What follows belongs to an exercise in optimizing a design on an open flow for small area, a short achievable clock period and few clock cycles; a production flow would make more cautious choices.
Only simulation tests tie the RTL to the original design; equivalence was not proved.
No activity file was given, so power comes from the tool's default toggle rates.

## design/flow/design.v

```verilog
package rank_order_encoder_pkg;
  localparam int unsigned IMAGE_SIZE     = 256;
  localparam int unsigned PIXEL_BITS     = 8;
  localparam int unsigned AXI_DATA_WIDTH = 32;
endpackage
module rank_order_img_buf (
  input  logic          clk,
  input  logic [63:0]   wsel,
  input  logic [31:0]   wdata,
  output logic [2047:0] img
);
  always_ff @(posedge clk) begin
    for (int w = 0; w < 64; w++) begin
      if (wsel[w]) img[w*32 +: 32] <= wdata;
    end
  end
endmodule
module rank_order_encoder (
  input  logic        CLK,
  input  logic        RST_N,
  input  logic [31:0] S_TDATA,
  input  logic        S_TVALID,
  output logic        S_TREADY,
  input  logic        S_TLAST,
  input  logic [7:0]  EVT_LIMIT,
  output logic [7:0]  AEROUT_ADDR,
  output logic        AEROUT_REQ,
  input  logic        AEROUT_ACK,
  output logic        BUSY,
  output logic        DONE,
  output logic        FRAME_ERR
);
  function automatic logic [9:0] find_low(input logic [255:0] v);
    logic [255:0]   val, mul;
    logic [2047:0]  idx;
    val = v;
    mul = '0;
    idx = '0;
    for (int l = 0; l < 8; l++) begin
      for (int i = 0; i < (128 >> l); i++) begin
        idx[i*8 +: 8] = val[2*i] ? idx[2*i*8 +: 8] : (idx[(2*i+1)*8 +: 8] | 8'(1 << l));
        mul[i]        = mul[2*i] | mul[2*i+1] | (val[2*i] & val[2*i+1]);
        val[i]        = val[2*i] | val[2*i+1];
      end
    end
    find_low = {mul[0], val[0], idx[7:0]};
  endfunction
  function automatic logic [7:0] find_high(input logic [127:0] v);
    logic [127:0]   val;
    logic [895:0]   idx;
    val = v;
    idx = '0;
    for (int l = 0; l < 7; l++) begin
      for (int i = 0; i < (64 >> l); i++) begin
        idx[i*7 +: 7] = val[2*i+1] ? (idx[(2*i+1)*7 +: 7] | 7'(1 << l)) : idx[2*i*7 +: 7];
        val[i]        = val[2*i] | val[2*i+1];
      end
    end
    find_high = {val[0], idx[6:0]};
  endfunction
  logic [5:0]   wcnt_q;      
  logic         busy_q;      
  logic         srch_q;      
  logic         init_q;      
  logic         mv_q;        
  logic         more_q;      
  logic         odd_q;       
  logic         even_q;      
  logic         fin_q;       
  logic [6:0]   nxt_q;       
  logic         nv_q;        
  logic [255:0] match_q;     
  logic [7:0]   rem_q;       
  logic [127:0] lvl_map_q;   
  logic         pend_q;      
  logic         armed_q;     
  logic [7:0]   addr_q;      
  logic         clr_q;       
  logic         ferr_q;
  logic         rdy_q;       
  logic [63:0]  wsel_q;      
  logic         drdy_q;      
  logic [2047:0] img;
  logic xfer, last_word, first_word;
  assign S_TREADY   = rdy_q;
  assign xfer       = S_TVALID && rdy_q;
  assign last_word  = (wcnt_q == 6'd63);
  assign first_word = (wcnt_q == 6'd0);
  rank_order_img_buf u_img_buf (
    .clk   (CLK),
    .wsel  (wsel_q),
    .wdata (S_TDATA),
    .img   (img)
  );
  logic [127:0] hits;
  logic [15:0]  dec_h [4];
  logic [7:0]   dec_l [4];
  always_comb begin
    for (int k = 0; k < 4; k++) begin
      for (int j = 0; j < 16; j++) dec_h[k][j] = (S_TDATA[k*8+4 +: 4] == 4'(j));
      for (int j = 0; j < 8; j++)  dec_l[k][j] = (S_TDATA[k*8+1 +: 3] == 3'(j));
    end
    for (int j = 0; j < 128; j++) begin
      hits[j] = 1'b0;
      for (int k = 0; k < 4; k++) begin
        hits[j] = hits[j] | (dec_h[k][j/8] & dec_l[k][j%8] & ((j != 0) | S_TDATA[k*8]));
      end
    end
  end
  logic [255:0] cand, eqv, lsb, taken;
  logic [127:0] used;
  logic [9:0]   low_r;
  logic [7:0]   high_r;
  logic         any_odd, any_even;
  always_comb begin
    high_r = find_high(lvl_map_q);
    for (int i = 0; i < 256; i++) begin
      lsb[i] = img[i*8];
      eqv[i] = (img[i*8+1 +: 7] == nxt_q);
    end
    any_odd  = |(eqv & lsb);
    any_even = |(eqv & ~lsb) && (nxt_q != 7'd0);      
    cand     = match_q & (lsb | {256{!odd_q}});
    low_r    = find_low(cand);
    for (int i = 0; i < 256; i++) taken[i] = clr_q && (addr_q == 8'(i));
    for (int j = 0; j < 128; j++) used[j]  = (nxt_q == 7'(j));
  end
  logic ack_ev, avail, take, step, load, run;
  assign ack_ev = pend_q && armed_q && AEROUT_ACK;
  assign avail  = !pend_q || ack_ev;
  assign run    = srch_q && !init_q;
  assign step   = run && (!mv_q || !more_q);             
  assign load   = step && !(mv_q && even_q);             
  assign take   = run && mv_q && more_q && avail;        
  assign DONE = drdy_q && !AEROUT_ACK;
  logic [5:0] wcnt_d;
  logic       busy_d, srch_d, fin_d, pend_d, armed_d, ferr_d, rdy_d;
  always_comb begin
    wcnt_d  = wcnt_q;
    busy_d  = busy_q;
    srch_d  = srch_q;
    fin_d   = fin_q;
    pend_d  = pend_q;
    armed_d = armed_q;
    ferr_d  = 1'b0;
    if (xfer) begin
      if (S_TLAST && last_word) begin
        wcnt_d = '0;
        busy_d = 1'b1;
        srch_d = 1'b1;
        fin_d  = 1'b0;
      end else if (S_TLAST || last_word) begin
        wcnt_d = '0;
        ferr_d = 1'b1;
      end else begin
        wcnt_d = wcnt_q + 6'd1;
      end
    end
    if (DONE) begin
      busy_d = 1'b0;
      fin_d  = 1'b0;
    end
    if ((load && !nv_q) || (take && (rem_q == 8'd1))) begin
      srch_d = 1'b0;
      fin_d  = 1'b1;
    end
    if (take) begin
      pend_d  = 1'b1;
      armed_d = 1'b0;
    end else if (ack_ev) begin
      pend_d  = 1'b0;
      armed_d = 1'b0;
    end else if (pend_q && !AEROUT_ACK) begin
      armed_d = 1'b1;
    end
    rdy_d = !busy_d || (fin_d && (wcnt_d != 6'd63));
  end
  always_ff @(posedge CLK) begin
    if (!RST_N) begin
      wcnt_q  <= '0;
      busy_q  <= 1'b0;
      srch_q  <= 1'b0;
      fin_q   <= 1'b0;
      pend_q  <= 1'b0;
      armed_q <= 1'b0;
      ferr_q  <= 1'b0;
      rdy_q   <= 1'b1;
      wsel_q  <= 64'd1;
      drdy_q  <= 1'b0;
    end else begin
      wcnt_q  <= wcnt_d;
      busy_q  <= busy_d;
      srch_q  <= srch_d;
      fin_q   <= fin_d;
      pend_q  <= pend_d;
      armed_q <= armed_d;
      ferr_q  <= ferr_d;
      rdy_q   <= rdy_d;
      for (int w = 0; w < 64; w++) wsel_q[w] <= rdy_d && (wcnt_d == 6'(w));
      drdy_q  <= busy_d && fin_d && !pend_d;
    end
  end
  always_ff @(posedge CLK) begin
    lvl_map_q <= (lvl_map_q & ~{128{xfer && first_word}} & ~(used & {128{load}}))
               | (hits & {128{xfer}});
  end
  always_ff @(posedge CLK) begin
    if (load) match_q <= eqv;
    else      match_q <= match_q & ~taken;
  end
  always_ff @(posedge CLK) begin
    nxt_q  <= high_r[6:0];
    nv_q   <= high_r[7];
    init_q <= 1'b0;
    clr_q  <= take;
    if (xfer && S_TLAST && last_word) begin
      init_q <= 1'b1;
      mv_q   <= 1'b0;
      rem_q  <= EVT_LIMIT;
    end
    if (step && !load) begin                           
      odd_q  <= 1'b0;
      even_q <= 1'b0;
      more_q <= 1'b1;
    end else if (load) begin
      mv_q   <= 1'b1;
      odd_q  <= any_odd;
      even_q <= any_odd && any_even;
      more_q <= 1'b1;                                  
    end
    if (take) begin
      addr_q <= low_r[7:0];
      more_q <= low_r[9];
      if (rem_q != 8'd0) rem_q <= rem_q - 8'd1;
    end
  end
  assign AEROUT_REQ  = pend_q && !AEROUT_ACK;
  assign AEROUT_ADDR = addr_q;
  assign BUSY        = busy_q;
  assign FRAME_ERR   = ferr_q;
endmodule
```

## design/flow/run.sh

```bash
#!/bin/bash
# synth_recipe.tcl (not shown) runs the flow's synth.tcl, then flattens the netlist and writes it again
# the make line also repeats each setting of config.mk as NAME=value (left out here)
make -C /OpenROAD-flow-scripts/flow DESIGN_CONFIG=/design/flow/config.mk WORK_HOME=/design/flow/orfs CLKGATE_MAP_FILE= SYNTH_SCRIPT=/design/flow/synth_recipe.tcl finish
```

## design/flow/config.mk

```make
export PLATFORM = sky130hd
export DESIGN_NAME = rank_order_encoder
export DESIGN_NICKNAME = rank_order_encoder
export VERILOG_FILES = /design/flow/design.v
export SDC_FILE = /design/flow/constraint.sdc
export NUM_CORES = 4
export LEC_CHECK = 0
export ABC_CLOCK_PERIOD_IN_PS = 4000
export CAP_MARGIN = 30
export CORE_MARGIN = 2
export CORE_UTILIZATION = 55
export CTS_CLUSTER_DIAMETER = 80
export CTS_CLUSTER_SIZE = 30
export SETUP_SLACK_MARGIN = 5.0
export SLEW_MARGIN = 30
```

## design/flow/constraint.sdc

```tcl
create_clock -name core_clock -period 9.0 [get_ports {CLK}]
set_input_delay 1.8000 -clock core_clock [delete_from_list [all_inputs] [get_ports {CLK}]]
set_output_delay 1.8000 -clock core_clock [all_outputs]
set_load 0.01 [all_outputs]
```

==> key figures, run 1 <==
Layout
  – Most frequent cells in the layout: 2057 x edfxtp_1, 1034 x xor2_1, 764 x xnor2_1
  – Finished Cell Area: 128000 um^2
  – FILL cells: 15.5k
  – Area delta synth->final: 10.9%
  – Most common cell after layout, fill and taps aside: edfxtp_1
  – Final std cells w/o fill: 12.5k
  – Final net count: 9564
  – Ratio of cells with drive above 1 in the final layout: 9.70%

Placement
  – Buffers on Ports: 57
  – Cells after DPL: 12.0k
  – Cell Area, Placed: 119000 um^2
  – Gpl congestion: 1.21
  – HPWL Detailed: 376000 um

Drt
  – DR WL met2: 233000 um
  – Vias per cell: 7.39
  – Met3 WL post-DR: 91200 um
  – Antenna viol nets, final: 0
  – DRT Pass-1 Iters: 9
  – Number of DRC markers in iteration 0: 18.9k
  – DR vias: 92.2k
  – Drt total wl: 565000 um
  – Top sig layer: met5
  – Avg WL per Cell: 45.3 um
  – Drc violations: 0
  – DRT met1 WL: 188000 um

Timing
  – Crit share post-route: 48.2%
  – Achievable frequency: 0.230 GHz
  – Setup Skew: 61.5 ps
  – Worst slew margin: 15.6%
  – Final setup viols: 0
  – Fin Setup TNS: 0 ps
  – Slew Limit Fails: 0
  – RSZ-0062 raised after global routing: yes
  – Slew @ Worst Pin: 1250 ps
  – Final Hold Vio Count: 0
  – Fin crit period: 4340 ps
  – Hold WS: 505 ps

Die
  – Initial Utilization: 55.2%
  – Die width: 462 um
  – Die ar.: 214000 um^2
  – Core area: 209000 um^2
  – I/O pin total: 58
  – Die height: 462 um
  – Row cnt: 168

Critical path
  – Number of cells on the critical path: 9
  – Crit path largest cell delay: 620 ps
  – Reg2Reg Launch Point: odd_q
  – R2r setup slk: 4660 ps
  – Critical-path top delay cell: nor4_2
  – Worst EP required: 9500 ps
  – Critical path class: reg2reg
  – Worst Setup EP: more_q
  – Reg2reg end: more_q
  – Register-to-Register Path Depth: 9
  – CP bufs+invs: 2
  – Worst Setup SP: odd_q
  – Setup crit end kind: register
  – Delay-heaviest family, CP: simple AND/OR/NAND/NOR gates
  – CP cell instances: buf_16 -> buf_6 -> a21oi_1 -> nor4_2 -> nand4_1 -> nor4_1 -> nand3_1 -> nor3_1 -> nand4_1
  – Crit-path most repeated cell: nand4_1
  – Critical path launch point type: register
  – Worst EP arrival: 4850 ps
  – Crit Path Max Fanout: 41

Global routing
  – Initial antenna violation count: 75
  – Total track usage: 51.5%
  – GRT overflow: 0
  – First-pass GRT wire length: 732000 um
  – Largest net degree at the start of global routing: 133
  – Number of global-route vias before repair: 82.1k

Worst hold path
  – Hold path depth: 2
  – Min-Delay Path Class: reg2reg

Clock network
  – CTS tree: built
  – Clk slew on worst S/H paths: 110 ps
  – H-tree Lvls: 4
  – Max Root-Sink Buffers: 3
  – Cts bufs inserted: 134
  – Sink Count: 2540
  – Clock root buffer: clkbuf_16
  – Clk latency of the worst-skew pair: 930 ps
  – Hold-fix buffers at CTS: 0

Logic synthesis
  – Synth Area in Simple Gates: 8.12%
  – Netlist cell types: 74
  – Most used flip-flop cell after synthesis: edfxtp_1
  – Post-synth net total: 9323
  – Number of enable flip-flop cells after synthesis: 2057
  – Async set-reset flop share out of synthesis: 0%
  – Synth area leader: edfxtp_1
  – Synth Instances: 9274
  – Post-Syn Area: 115000 um^2
  – Main area contributors after synthesis: edfxtp_1 54%, dfxtp_1 8.4%, xor2_1 7.8%
  – Top cell type's share of synthesized area: 53.5%
  – Sequential element share of the synthesized area: 61.9%
  – Syn Area/Cell: 12.4 um^2
  – Xor/xnor share of the synthesized area: 13.6%
  – Synth warn: 4
  – Compound-Gate Fraction of Synth Area: 12.8%
  – Area share of fa/ha/maj cells after synthesis: 0.0520%
  – Seq cells post-synth: 2540
  – Multiplexer share of the synthesized area: 0.00975%
  – Largest family of logic cells by synthesized area: XOR/XNOR gates

Power
  – P_leak: 41.5 nW
  – VDD IR max: 0.281 mV
  – PwrDens: 224 nW/um^2
  – Total power: 28.7 mW

Status
  – Run status: complete, no violations

Job
  – Max cap viols: 0
area by class of cell:
| class | instances | area (um^2) | area share (%) |
|---|---|---|---|
| well taps | 2805 | 3510 | 2.74 |
| multi-input cells | 5974 | 41000 | 32.0 |
| diodes | 61 | 153 | 0.119 |
| clock inverters | 73 | 1120 | 0.873 |
| repair buffers | 561 | 6100 | 4.76 |
| inverters | 304 | 1140 | 0.893 |
| flip-flops and latches | 2540 | 71500 | 55.8 |
| clock buffers | 167 | 3550 | 2.77 |
report_power, final:
group / leakage, nW / switching (mW) / total, mW / internal, mW
registers: 22.4 / 0.0779 / 12.8 / 12.7
clock network: 2.25 / 4.35 / 7.50 / 3.15
logic: 16.8 / 5.48 / 8.42 / 2.94
per-stage QoR:
stage,util (%),setup WS (ps)
floorplan,-,5170
global placement,56.9,3790
detailed placement,57.0,3660
CTS,60.5,4710
global route,61.1,4820
finish,61.2,4660
state kept, by name (all words and copies together) (netlist names), 6 cells and up:
name / flops
lvl_map_q: 128
u_img_buf.img: 2048
wcnt_q: 6
wsel_q: 64
addr_q: 8
rem_q: 8
match_q: 256
nxt_q: 7
cell usage after synthesis (76+ instances only):
cell type	count
a221oi_1	135
nand2_1	505
buf_4	108
inv_1	303
o211ai_1	404
o21ai_0	716
dfxtp_1	483
nand4_1	305
xnor2_1	764
nor2_1	364
a21boi_0	79
buf_6	84
nand3_1	76
a21oi_1	227
o22ai_1	366
a22oi_1	155
edfxtp_1	2057
xor2_1	1034
nor4_1	381
clkbuf_1	209
worst reg2reg max path, cell delays in order, from the launching register on:
cell	delay (ps)
dfxtp_4	540
buf_16	310
buf_6	440
a21oi_1	350
nor4_2	630
nand4_1	320
nor4_1	420
nand3_1	300
nor3_1	300
nand4_1	370
layer usage:
metal | vias up | global-route usage (%)
met2 | 9481 | 73.0
met3 | 2130 | 18.8
met5 | - | 0
met4 | 45 | 36.9
met1 | 45192 | 65.2
li1 | 35396 | -
worst min path at each step:
| stage | slack [ps] | from | end |
|---|---|---|---|
| global placement | 480 | lvl_map_q[112] | lvl_map_q[112] |
| floorplan | 450 | mv_q | mv_q |
| global route | 550 | lvl_map_q[112] | lvl_map_q[112] |
| finish | 510 | lvl_map_q[112] | lvl_map_q[112] |
| CTS | 510 | lvl_map_q[112] | lvl_map_q[112] |
| detailed placement | 490 | lvl_map_q[112] | lvl_map_q[112] |
logic make-up after synthesis:
kind of cell    count (synthesis)
flops                        2540
xor+xnor                     1798
fa+ha+maj                       5
compound gates               2309
simple gates                 1861
buf+inv                       760
mux                             1
repair_timing:
item | 4_1_cts | 5_1_grt
cloned | 18 | 5
pin swaps | 57 | 45
setup buffers | 146 | 55
resized for setup | 141 | 83
endpoints found under the setup margin | 116 | 91
hold endpoints to repair | 0 | 0
Testbench counts, summed over its fixed seeds: cycles 14,357.
==> run 2: changes to the inputs <==
--- a/design/flow/design.v
+++ b/design/flow/design.v
@@ -78,17 +78,18 @@
   logic         clr_q;       
   logic         ferr_q;
   logic         rdy_q;       
-  logic [63:0]  wsel_q;      
   logic         drdy_q;      
   logic [2047:0] img;
   logic xfer, last_word, first_word;
+  logic [63:0] wsel;
   assign S_TREADY   = rdy_q;
+  always_comb for (int w = 0; w < 64; w++) wsel[w] = rdy_q && (wcnt_q == 6'(w));
   assign xfer       = S_TVALID && rdy_q;
   assign last_word  = (wcnt_q == 6'd63);
   assign first_word = (wcnt_q == 6'd0);
   rank_order_img_buf u_img_buf (
     .clk   (CLK),
-    .wsel  (wsel_q),
+    .wsel  (wsel),
     .wdata (S_TDATA),
     .img   (img)
   );
@@ -185,7 +186,6 @@
       armed_q <= 1'b0;
       ferr_q  <= 1'b0;
       rdy_q   <= 1'b1;
-      wsel_q  <= 64'd1;
       drdy_q  <= 1'b0;
     end else begin
       wcnt_q  <= wcnt_d;
@@ -196,7 +196,6 @@
       armed_q <= armed_d;
       ferr_q  <= ferr_d;
       rdy_q   <= rdy_d;
-      for (int w = 0; w < 64; w++) wsel_q[w] <= rdy_d && (wcnt_d == 6'(w));
       drdy_q  <= busy_d && fin_d && !pend_d;
     end
   end
--- a/design/flow/config.mk
+++ b/design/flow/config.mk
@@ -5,10 +5,11 @@
 export SDC_FILE = /design/flow/constraint.sdc
 export NUM_CORES = 4
 export LEC_CHECK = 0
+export ABC_AREA = 1
 export ABC_CLOCK_PERIOD_IN_PS = 4000
 export CAP_MARGIN = 30
 export CORE_MARGIN = 2
-export CORE_UTILIZATION = 55
+export CORE_UTILIZATION = 65
 export CTS_CLUSTER_DIAMETER = 80
 export CTS_CLUSTER_SIZE = 30
 export SETUP_SLACK_MARGIN = 5.0
==> run 2 against run 1 <==
  * Design area decreased by 2.3%
  * Largest cell class unchanged
  * Die area decreased by 15%
  * Critical path type unchanged
  * Critical endpoint unchanged
  * Still clean
  * Clock skew decreased by 22 ps
  * Register-to-register slack improved by 50 ps
  * Routed wire length decreased by 23%
  * Via count decreased by 2.6%
  * Highest routed layer unchanged
  * Synthesized cell count increased by 17%
  * Final cell count increased by 6.9%
==> key figures, run 2 <==
Status
  – Run status: complete, no violations

Drt
  – DR vias: 89.9k
  – Vias per cell: 6.74
  – Drt total wl: 437000 um
  – Drc violations: 0
  – Avg WL per Cell: 32.7 um
  – DRT Pass-1 Iters: 10
  – Antenna viol nets, final: 0
  – Number of DRC markers in iteration 0: 16.7k

Logic synthesis
  – Cell with the most instances after synthesis: edfxtp_1
  – Seq cells post-synth: 2476
  – Syn Area/Cell: 10.7 um^2
  – Number of enable flip-flop cells after synthesis: 2057
  – Synth Instances: 10.9k
  – Synth warn: 4
  – Async set-reset flop share out of synthesis: 0%
  – Main area contributors after synthesis: edfxtp_1 53%, xnor2_1 11%, dfxtp_1 7.2%
  – Netlist cell types: 56
  – Sequential element share of the synthesized area: 60.3%
  – Top cell type's share of synthesized area: 53.1%
  – Most used flip-flop cell after synthesis: edfxtp_1
  – Synth area leader: edfxtp_1
  – Commonest cells in the netlist: 2057 x edfxtp_1, 1979 x nand2_1, 1444 x xnor2_1
  – Post-synth net total: 10.9k
  – Post-Syn Area: 116000 um^2

Die
  – Row cnt: 155
  – I/O pin total: 58
  – Die width: 427 um
  – Initial Utilization: 65.3%
  – Core area: 178000 um^2
  – Die height: 427 um
  – Die ar.: 183000 um^2

Clock network
  – Sink Count: 2476
  – Hold-fix buffers at CTS: 0
  – Clock root buffer: clkbuf_16
  – CTS tree: built
  – Cts bufs inserted: 113
  – H-tree Lvls: 3
  – Clk latency of the worst-skew pair: 850 ps
  – Clk slew on worst S/H paths: 110 ps
  – Max Root-Sink Buffers: 3

Placement
  – Cell Area, Placed: 120000 um^2
  – Setup WS pre-CTS: 4110 ps
  – Gpl congestion: 1.09
  – HPWL Detailed: 272000 um
  – Buffers on Ports: 57

Critical path
  – Critical path class: reg2reg
  – Worst EP arrival: 4790 ps
  – Crit Path Max Fanout: 96
  – Critical path launch point type: register
  – Setup crit end kind: register
  – Worst EP required: 9500 ps

Layout
  – FILL cells: 12.3k
  – Largest register FFs: 2048
  – Final net count: 10.9k
  – Ratio of cells with drive above 1 in the final layout: 6.85%
  – Most common cell after layout, fill and taps aside: edfxtp_1
  – Register Area: 70200 um^2
  – Finished Cell Area: 125000 um^2
  – Largest regs: u_img_buf.img: 2048 flops, match_q: 256 flops, lvl_map_q: 128 flops
  – Most frequent cells in the layout: 2057 x edfxtp_1, 1978 x nand2_1, 1444 x xnor2_1
  – Area delta synth->final: 7.46%
  – Biggest register: u_img_buf.img
  – Multi-input gate area: 43000 um^2

Timing
  – Fin crit period: 4290 ps
  – Slew Limit Fails: 0
  – Worst slew margin: 16.3%
  – RSZ-0062 raised after global routing: yes
  – Final setup viols: 0
  – Crit share post-route: 47.7%
  – Slew @ Worst Pin: 1240 ps
  – Fin Setup TNS: 0 ps
  – Hold WS: 472 ps
  – Final Hold Vio Count: 0
  – Achievable frequency: 0.233 GHz
  – PnR worst setup slack: 4710 ps
  – Setup Skew: 39.6 ps

Global routing
  – Initial antenna violation count: 34
  – Number of global-route vias before repair: 83.4k
  – Total track usage: 46.9%
  – First-pass GRT wire length: 601000 um
  – Largest net degree at the start of global routing: 171
  – GRT overflow: 0

Power
  – P_leak: 43.7 nW
  – Total power: 27.9 mW
  – PwrDens: 223 nW/um^2
  – VDD IR max: 0.277 mV

Job
  – Max cap viols: 0

Worst hold path
  – Min-Delay Path Class: reg2reg
-- run 2: layer usage --
metal	wire length [um]	track usage (%)	vias to the layer above
met5	40	0	-
met4	36200	31.8	6
met3	68400	13.5	1851
met2	185000	68.2	7996
met1	147000	61.2	42739
li1	-	-	37287
-- run 2: path summary, 6_finish.rpt --
| kind | depth (start not counted) | startpoint | to | slack (ps) |
|---|---|---|---|---|
| worst max-delay path | 11 | odd_q | more_q | 4710 |
| worst min-delay path | 2 | match_q[184] | match_q[184] | 470 |
| worst max register to register | 11 | odd_q | more_q | 4710 |
| worst min register to register | 2 | match_q[184] | match_q[184] | 470 |
-- run 2: timing repair --
action,in CTS,in global routing
cloned,0,3
setup buffers,6,6
pin swaps,4,4
gates resized for setup,120,76
setup endpoints to repair,12,34
-- run 2: area by class of cell --
type                       count  area share, %
clock buffer                 154           2.48
timing repair buffer         267           2.19
antenna                       40         0.0800
clock inverter                62          0.666
sequential                  2476           56.1
multi-input combinational   7418           34.4
inverter                     571           1.74
tap                         2355           2.36
-- run 2: cell families (layout without fill, tap and decap cells) --
logic type,Yosys count,in the layout,synth area share (%)
AOI/OAI and AO/OA,1684,1684,8.48
muxes,2,2,0.0172
and+or+nand+nor,3966,3966,14.4
xor gates and xnor gates,1760,1760,13.2
buffers and inverters,979,1054,3.53
other,0,40,0
DFF,2476,2476,60.3
adders and majority gates,6,6,0.0645
-- run 2: critical path: stages, from the launching register on --
cell	delay [ps]
dfxtp_1	460
inv_8	270
o21ai_0	1030
nand2_1	250
inv_1	130
o21ai_0	340
a221oi_1	500
nand4_1	210
nor2_1	190
nand2_1	70
nor2_1	120
nand3_2	260
-- run 2: metrics by stage --
stage / utilization [%] / instances
floorplan: - / 10873
global placement: 67.2 / 13058
detailed placement: 67.3 / 13065
CTS: 69.7 / 13287
global route: 70.1 / 13309
finish: 70.2 / 13343
-- run 2: where the power goes --
part / total (mW) / switching (mW) / internal [mW]
Clock: 6.59 / 3.90 / 2.68
Combinational: 8.63 / 5.66 / 2.98
Sequential: 12.7 / 0.212 / 12.5
Total: 27.9 / 9.77 / 18.1
Testbench counts of run 2, summed over its fixed seeds: cycles 14,357.
==> run 3: changes to the inputs <==
--- a/design/flow/config.mk
+++ b/design/flow/config.mk
@@ -9,8 +9,8 @@
 export ABC_CLOCK_PERIOD_IN_PS = 4000
 export CAP_MARGIN = 30
 export CORE_MARGIN = 2
-export CORE_UTILIZATION = 65
-export CTS_CLUSTER_DIAMETER = 80
-export CTS_CLUSTER_SIZE = 30
+export CORE_UTILIZATION = 60
+export CTS_CLUSTER_DIAMETER = 60
+export CTS_CLUSTER_SIZE = 25
 export SETUP_SLACK_MARGIN = 5.0
 export SLEW_MARGIN = 30
==> run 3 against run 2 <==
  * Largest cell class unchanged
  * Still clean
  * Non-clock buffer count increased by 9
  * Register-to-register slack lost 340 ps
  * Global-route usage decreased by 3.0 points
  * Synthesized area unchanged
  * First-iteration DRC count fell by 5.8%
  * Combinational power rose by 0.5%
  * Maximum frequency is 7.4% lower
  * Highest routed layer unchanged
  * Sequential power hardly changed
  * Via count decreased by 1.2%
==> key figures, run 3 <==
Placement
  – HPWL Detailed: 277000 um
  – Gpl congestion: 1.08
  – Cells after DPL: 13.2k
  – Buffers on Ports: 57
  – Setup WS pre-CTS: 4060 ps

Layout
  – Util after Layout: 66.0%
  – Largest regs: u_img_buf.img: 2048 flops, match_q: 256 flops, lvl_map_q: 128 flops
  – Final net count: 11.0k
  – Most common cell after layout, fill and taps aside: edfxtp_1
  – Biggest register: u_img_buf.img
  – Area delta synth->final: 9.23%
  – Register Area: 70200 um^2
  – Final std cells w/o fill: 13.6k
  – Largest register FFs: 2048
  – FILL cells: 14.5k
  – Multi-input gate area: 42800 um^2
  – Most frequent cells in the layout: 2057 x edfxtp_1, 1978 x nand2_1, 1444 x xnor2_1
  – Ratio of cells with drive above 1 in the final layout: 7.74%

Power
  – P_sw: 10.3 mW
  – VDD IR max: 0.245 mV
  – P_leak: 44.7 nW
  – Internal power consumption: 19.4 mW
  – Sequential share of power: 42.7%
  – Gate power share: 29.2%
  – PwrDens: 234 nW/um^2
  – Clock power frac: 28.1%
  – Switching Fraction: 34.8%

Logic synthesis
  – Async set-reset flop share out of synthesis: 0%
  – Netlist cell types: 56
  – Top cell type's share of synthesized area: 53.1%
  – Sequential element share of the synthesized area: 60.3%
  – Synth Instances: 10.9k
  – Post-Syn Area: 116000 um^2
  – Number of enable flip-flop cells after synthesis: 2057
  – Post-synth net total: 10.9k
  – Synth warn: 4
  – Most used flip-flop cell after synthesis: edfxtp_1
  – Cell with the most instances after synthesis: edfxtp_1
  – Seq cells post-synth: 2476
  – Synth area leader: edfxtp_1
  – Main area contributors after synthesis: edfxtp_1 53%, xnor2_1 11%, dfxtp_1 7.2%
  – Syn Area/Cell: 10.7 um^2
  – Commonest cells in the netlist: 2057 x edfxtp_1, 1979 x nand2_1, 1444 x xnor2_1

Timing
  – Final Hold Vio Count: 0
  – Fin crit period: 4630 ps
  – Crit share post-route: 51.5%
  – Slew Limit Fails: 0
  – RSZ-0062 raised after global routing: yes
  – Final setup viols: 0
  – Achievable frequency: 0.216 GHz
  – PnR worst setup slack: 4370 ps
  – Slew @ Worst Pin: 1240 ps
  – Fin Setup TNS: 0 ps
  – Setup Skew: 57.1 ps
  – Worst slew margin: 17.5%
  – Hold WS: 475 ps

Clock network
  – Clk slew on worst S/H paths: 100 ps
  – Max Root-Sink Buffers: 3
  – Sink Count: 2476
  – Clock root buffer: clkbuf_16
  – CTS tree: built
  – Cts bufs inserted: 165
  – Clk latency of the worst-skew pair: 890 ps
  – H-tree Lvls: 4

Critical path
  – CP bufs+invs: 3
  – R2r setup slk: 4370 ps
  – Worst EP arrival: 5190 ps
  – Critical path launch point type: register
  – Crit Path Max Fanout: 119
  – Register-to-Register Path Depth: 12
  – Critical-path top delay cell: o21ai_1
  – Crit path largest cell delay: 870 ps
  – Reg2reg end: more_q
  – CP cell instances: inv_8 -> buf_12 -> o21ai_1 -> nand2_1 -> inv_1 -> o21ai_0 -> nor4_1 -> nand3b_1 -> nor2_1 -> nand2_1 -> nor2_1 -> nand3_1
  – Reg2Reg Launch Point: odd_q
  – Setup crit end kind: register
  – Worst EP required: 9560 ps
  – Delay-heaviest family, CP: simple AND/OR/NAND/NOR gates
  – Critical path class: reg2reg

Worst hold path
  – Min-Delay Path Class: reg2reg
  – HP Start: match_q[184]
  – Hold path depth: 2
  – Hold Path End: match_q[184]

Die
  – Die width: 444 um
  – Core area: 193000 um^2
  – I/O pin total: 58
  – Die height: 444 um
  – Row cnt: 161
  – Die ar.: 198000 um^2
  – Initial Utilization: 60.5%

Drt
  – Antenna viol nets, final: 0
  – Drt total wl: 443000 um
  – DRT Pass-1 Iters: 7
  – DR vias: 88.8k
  – Avg WL per Cell: 32.6 um
  – Vias per cell: 6.52
  – Drc violations: 0
  – Number of DRC markers in iteration 0: 15.7k

Global routing
  – Largest net degree at the start of global routing: 167
  – Number of global-route vias before repair: 82.5k
  – First-pass GRT wire length: 611000 um
  – GRT overflow: 0
  – Total track usage: 44.0%
  – Initial antenna violation count: 51

Job
  – Max cap viols: 0

Status
  – Run status: complete, no violations
==> run 3: cell counts after synthesis <==
No cell type changed its count.
==> run 3: worst register-to-register path: stages, from the launching register on <==
cell,delay (ps)
dfxtp_1,440
inv_8,200
buf_12,290
o21ai_1,1270
nand2_1,170
inv_1,240
o21ai_0,200
nor4_1,810
nand3b_1,150
nor2_1,230
nand2_1,90
nor2_1,90
nand3_1,150
==> run 3: through the flow <==
| stage | power, mW | area [um^2] |
|---|---|---|
| 3_5_place_dp | 21.2 | 120000 |
| 3_3_place_gp | 21.0 | 120000 |
| 4_1_cts | 29.3 | 126000 |
| 6_report | 29.7 | 127000 |
| 2_1_floorplan | 18.7 | 116000 |
| 5_1_grt | 30.6 | 127000 |
==> run 3: cell type report <==
class | count | area share [%]
sequential | 2476 | 55.2
timing repair buffer | 276 | 2.31
antenna | 36 | 0.0708
inverter | 571 | 1.70
multi-input combinational | 7418 | 33.7
clock buffer | 193 | 3.48
clock inverter | 115 | 1.10
tap | 2526 | 2.49
==> run 3: power by group through the flow <==
stage          Combinational, mW  Sequential [mW]  Clock [mW]
4_1_cts                     8.30             12.7        8.33
2_1_floorplan               5.98             12.7           0
6_report                    8.67             12.7        8.36
3_3_place_gp                7.96             13.0           0
5_1_grt                     9.19             12.7        8.72
3_5_place_dp                8.16             13.0           0
==> run 3: worst max path at each step <==
stage | startpoint | to | slack (ps) | cells past startpoint
after floorplan | AEROUT_ACK | AEROUT_REQ | 5200 | 1
after global placement | S_TDATA[11] | lvl_map_q[94] | 3880 | 6
after detailed placement | S_TDATA[11] | lvl_map_q[111] | 4060 | 6
after CTS | S_TDATA[11] | lvl_map_q[127] | 4980 | 6
after global routing | odd_q | more_q | 4730 | 12
final | odd_q | more_q | 4370 | 12
==> run 3: repair_timing <==
item | in CTS | in global routing
pin swaps | 2 | 0
setup buffers | 2 | 9
resized for setup | 78 | 56
endpoints found under the setup margin | 22 | 65
gates cloned | 0 | 2
hold buffers | 0 | 0
==> run 3: per-layer routing <==
layer  share of wire, %  wire (um)  track usage [%]  vias up
li1                   -          -                -    37494
met4                6.1      27200             24.0       24
met1                 36     158000             58.6    42963
met3                 14      64000             12.1     1354
met2                 44     194000             65.5     6969
met5              0.053        237            0.317        -
==> run 3: cells by family (layout without fill, tap and decap cells) <==
| family | Yosys count | after routing | share of synthesized area (%) |
|---|---|---|---|
| simple gates | 3966 | 3966 | 14.4 |
| flops | 2476 | 2476 | 60.3 |
| xor+xnor | 1760 | 1760 | 13.2 |
| compound gates | 1684 | 1684 | 8.48 |
| buf+inv | 979 | 1155 | 3.53 |
| fa+ha+maj | 6 | 6 | 0.0645 |
| mux | 2 | 2 | 0.0172 |
| other cells | 0 | 36 | 0 |
==> run 4: changes to the inputs <==
--- a/design/flow/design.v
+++ b/design/flow/design.v
@@ -65,6 +65,7 @@
   logic         mv_q;        
   logic         more_q;      
   logic         odd_q;       
+  logic         evn_q;       
   logic         even_q;      
   logic         fin_q;       
   logic [6:0]   nxt_q;       
@@ -121,7 +122,7 @@
     end
     any_odd  = |(eqv & lsb);
     any_even = |(eqv & ~lsb) && (nxt_q != 7'd0);      
-    cand     = match_q & (lsb | {256{!odd_q}});
+    cand     = match_q & (lsb | {{128{evn_q}}, {128{!odd_q}}});
     low_r    = find_low(cand);
     for (int i = 0; i < 256; i++) taken[i] = clr_q && (addr_q == 8'(i));
     for (int j = 0; j < 128; j++) used[j]  = (nxt_q == 7'(j));
@@ -219,11 +220,13 @@
     end
     if (step && !load) begin                           
       odd_q  <= 1'b0;
+      evn_q  <= 1'b1;
       even_q <= 1'b0;
       more_q <= 1'b1;
     end else if (load) begin
       mv_q   <= 1'b1;
       odd_q  <= any_odd;
+      evn_q  <= !any_odd;
       even_q <= any_odd && any_even;
       more_q <= 1'b1;                                  
     end
--- a/design/flow/config.mk
+++ b/design/flow/config.mk
@@ -9,8 +9,8 @@
 export ABC_CLOCK_PERIOD_IN_PS = 4000
 export CAP_MARGIN = 30
 export CORE_MARGIN = 2
-export CORE_UTILIZATION = 60
-export CTS_CLUSTER_DIAMETER = 60
-export CTS_CLUSTER_SIZE = 25
+export CORE_UTILIZATION = 65
+export CTS_CLUSTER_DIAMETER = 80
+export CTS_CLUSTER_SIZE = 30
 export SETUP_SLACK_MARGIN = 5.0
 export SLEW_MARGIN = 30
==> run 4 against run 3 <==
  * Utilization grew 4.4 points
  * Design area down 1.4%
  * Die area fell by 7.8%
  * Count of clock-buffer cells in the layout is 47 lower
  * Global-route usage up 3.4 points
  * Synthesized cell count increased by 0.32%
  * Final cell count is 1.3% lower
  * Largest power group unchanged
  * Highest routed layer unchanged
==> key figures, run 4 <==
Power
  – Sequential share of power: 44.4%
  – P_sw: 10.1 mW
  – Clock power frac: 24.2%
  – PwrDens: 227 nW/um^2
  – Total power: 28.5 mW
  – Internal power consumption: 18.4 mW
  – VDD IR max: 0.226 mV
  – Gate power share: 31.4%
  – P_leak: 44.4 nW
  – Switching Fraction: 35.4%

Die
  – Core area: 178000 um^2
  – Die height: 427 um
  – Row cnt: 155
  – Initial Utilization: 65.3%
  – Die ar.: 182000 um^2
  – Die width: 427 um
  – I/O pin total: 58

Critical path
  – R2r setup slk: 4810 ps
  – Worst Setup SP: evn_q
  – Worst EP required: 9520 ps
  – Worst EP arrival: 4710 ps
  – Register-to-Register Path Depth: 15
  – Reg2Reg Launch Point: evn_q
  – Setup crit end kind: register
  – Critical path class: reg2reg
  – Critical path launch point type: register
  – Crit Path Max Fanout: 119
  – Reg2reg end: more_q
  – Worst Setup EP: more_q

Timing
  – Worst slew margin: 21.0%
  – Slew @ Worst Pin: 1190 ps
  – Slew Limit Fails: 0
  – Fin crit period: 4190 ps
  – Hold WS: 471 ps
  – Final setup viols: 0
  – RSZ-0062 raised after global routing: yes
  – Achievable frequency: 0.239 GHz
  – Final Hold Vio Count: 0
  – Fin Setup TNS: 0 ps
  – Setup Skew: 49.8 ps
  – Crit share post-route: 46.5%

Drt
  – Drc violations: 0
  – Number of DRC markers in iteration 0: 18.0k
  – Drt total wl: 438000 um
  – DR vias: 90.3k
  – Antenna viol nets, final: 0
  – Vias per cell: 6.72
  – Avg WL per Cell: 32.6 um
  – DRT Pass-1 Iters: 7

Logic synthesis
  – Synth warn: 4
  – Async set-reset flop share out of synthesis: 0%
  – Netlist cell types: 58
  – Cell with the most instances after synthesis: nand2_1
  – Top cell type's share of synthesized area: 53.2%
  – Number of enable flip-flop cells after synthesis: 2057
  – Syn Area/Cell: 10.7 um^2
  – Synth area leader: edfxtp_1
  – Commonest cells in the netlist: 2079 x nand2_1, 2057 x edfxtp_1, 1445 x xnor2_1
  – Post-synth net total: 11.0k
  – Post-Syn Area: 116000 um^2
  – Seq cells post-synth: 2477
  – Main area contributors after synthesis: edfxtp_1 53%, xnor2_1 11%, dfxtp_1 7.2%
  – Sequential element share of the synthesized area: 60.4%
  – Synth Instances: 10.9k
  – Most used flip-flop cell after synthesis: edfxtp_1

Global routing
  – GRT met2 Usage: 69.6%
  – Total track usage: 47.4%
  – Global route hottest layer: met2
  – M3 GR Usage: 13.7%
  – Initial antenna violation count: 45
  – First-pass GRT wire length: 607000 um
  – Largest net degree at the start of global routing: 149
  – GRT overflow: 0
  – Number of global-route vias before repair: 84.8k
  – Global Route met1 Usage: 62.0%

Clock network
  – H-tree Lvls: 3
  – Sink Count: 2477
  – Clk latency of the worst-skew pair: 860 ps
  – Clock root buffer: clkbuf_16
  – Max Root-Sink Buffers: 3
  – Cts bufs inserted: 116
  – Hold-fix buffers at CTS: 0
  – CTS tree: built
  – Clk slew on worst S/H paths: 110 ps

Worst hold path
  – HP Start: match_q[126]
  – Min-Delay Path Class: reg2reg

Layout
  – Ratio of cells with drive above 1 in the final layout: 6.88%
  – Most frequent cells in the layout: 2076 x nand2_1, 2057 x edfxtp_1, 1445 x xnor2_1
  – Final net count: 11.0k
  – Biggest register: u_img_buf.img
  – FILL cells: 12.3k
  – Largest regs: u_img_buf.img: 2048 flops, match_q: 256 flops, lvl_map_q: 128 flops
  – Util after Layout: 70.4%
  – Most common cell after layout, fill and taps aside: nand2_1
  – Area delta synth->final: 7.86%
  – Largest register FFs: 2048

Job
  – Max cap viols: 0

Placement
  – Gpl congestion: 1.06
  – Buffers on Ports: 57
  – HPWL Detailed: 277000 um

Status
  – Run status: complete, no violations
==> run 4: kinds of logic (layout without fill, tap and decap cells) <==
logic type / after synthesis / after routing / synth area share [%]
compound gates: 1504 / 1504 / 7.68
xor+xnor: 1717 / 1717 / 12.9
fa+ha+maj: 6 / 6 / 0.0646
buf+inv: 983 / 1114 / 3.52
flops: 2477 / 2477 / 60.4
mux: 2 / 2 / 0.0172
other cells: 0 / 37 / 0
simple gates: 4219 / 4219 / 15.4
==> run 4: cell type report <==
type | count | area [um^2] | area share (%)
Timing Repair Buffer | 304 | 3210 | 2.56
Multi-Input combinational cell | 7448 | 42400 | 33.8
Antenna cell | 37 | 92.6 | 0.0739
Inverter | 589 | 2230 | 1.78
Clock buffer | 146 | 3120 | 2.49
Clock inverter | 75 | 1120 | 0.890
Tap cell | 2355 | 2950 | 2.35
Sequential cell | 2477 | 70200 | 56.0
==> run 4: per-layer routing <==
| layer | up-vias | share of wire, % |
|---|---|---|
| met1 | 42847 | 34 |
| met5 | - | 0.027 |
| li1 | 37434 | - |
| met4 | 14 | 8.0 |
| met3 | 1874 | 16 |
| met2 | 8088 | 43 |
==> run 4: worst min-delay path by stage <==
stage	endpoint	slack (ps)	cells after the start
2_1_floorplan	even_q	430	2
3_3_place_gp	even_q	450	2
3_5_place_dp	even_q	440	2
4_1_cts	even_q	460	2
5_1_grt	match_q[39]	480	2
6_report	match_q[126]	470	2
==> run 4: worst max-delay path: stages, from the launching register on <==
cell and delay, ps:
dfxtp_4 440, buf_12 210, o21ai_1 810, nand2_1 310, nor2_2 360, nand2_1 110, inv_2 120, nand2_1 110
inv_1 130, nand2_2 120, nand2_1 90, o21ai_1 90, a21oi_1 130, nand2_1 70, nor2_1 170, nand4_1 250
==> run 4: repair_timing <==
action                                 in CTS  in global routing
buffers inserted                           13                 16
cloned                                      5                  0
endpoints found under the hold margin       0                  0
pin swaps                                   2                  1
gates resized for setup                    50                 54
setup endpoints to repair                  42                 80
==> run 4: power groups by stage <==
stage	sequential (mW)	clock [mW]	combinational (mW)
2_1_floorplan	12.7	0	5.94
3_3_place_gp	13.0	0	7.85
3_5_place_dp	13.0	0	8.12
4_1_cts	12.7	6.80	8.58
5_1_grt	12.6	7.17	9.38
6_report	12.7	6.89	8.95
==> run 4: stage by stage <==
stage | cells | instance area [um^2] | setup slack [ps]
after global placement | 13118 | 120000 | 4220
after detailed placement | 13129 | 120000 | 4130
final | 13431 | 125000 | 4810
after CTS | 13368 | 125000 | 5010
after floorplan | 10908 | 116000 | 5200
after global routing | 13401 | 125000 | 4890
Testbench counts of run 4, summed over its fixed seeds: cycles 14,357.

## afterwards: timing with drivers on the ports
Ports are ideal in the flow. The routed layouts listed here were re-timed in OpenROAD. Step 1 sets driving cells, clkbuf_16 on the clock port and buf_2 on the other inputs (assumed; they add their load-dependent delay and slew). Step 2 times the ports against the registers' clock, not the clock port: input delays grow and output delays shrink by t, the midpoint of the rising clock arrivals with the driver on. a / b / c = ideal ports / drivers / drivers and shift; a / b = the first two.
| run | shift t [ns] | slack for setup (ns) | worst setup path at the end | worst register clock-pin slew, ns |
|---|---|---|---|---|
| run 1 | 1.006 | 4.658 / 4.658 / 3.983 | input to register | 0.12 / 0.12 |
| run 2 | 0.925 | 4.708 / 4.708 / 4.128 | input to register | 0.12 / 0.12 |
| run 3 | 0.961 | 4.366 / 4.366 / 3.997 | input to register | 0.10 / 0.10 |
| run 4 | 0.932 | 4.811 / 4.811 / 4.027 | input to register | 0.12 / 0.12 |
After both steps every run listed still meets setup and hold. The setup slack of run 4, which loses most, moves by 0.000 ns with the drivers and by -0.784 ns with both steps.
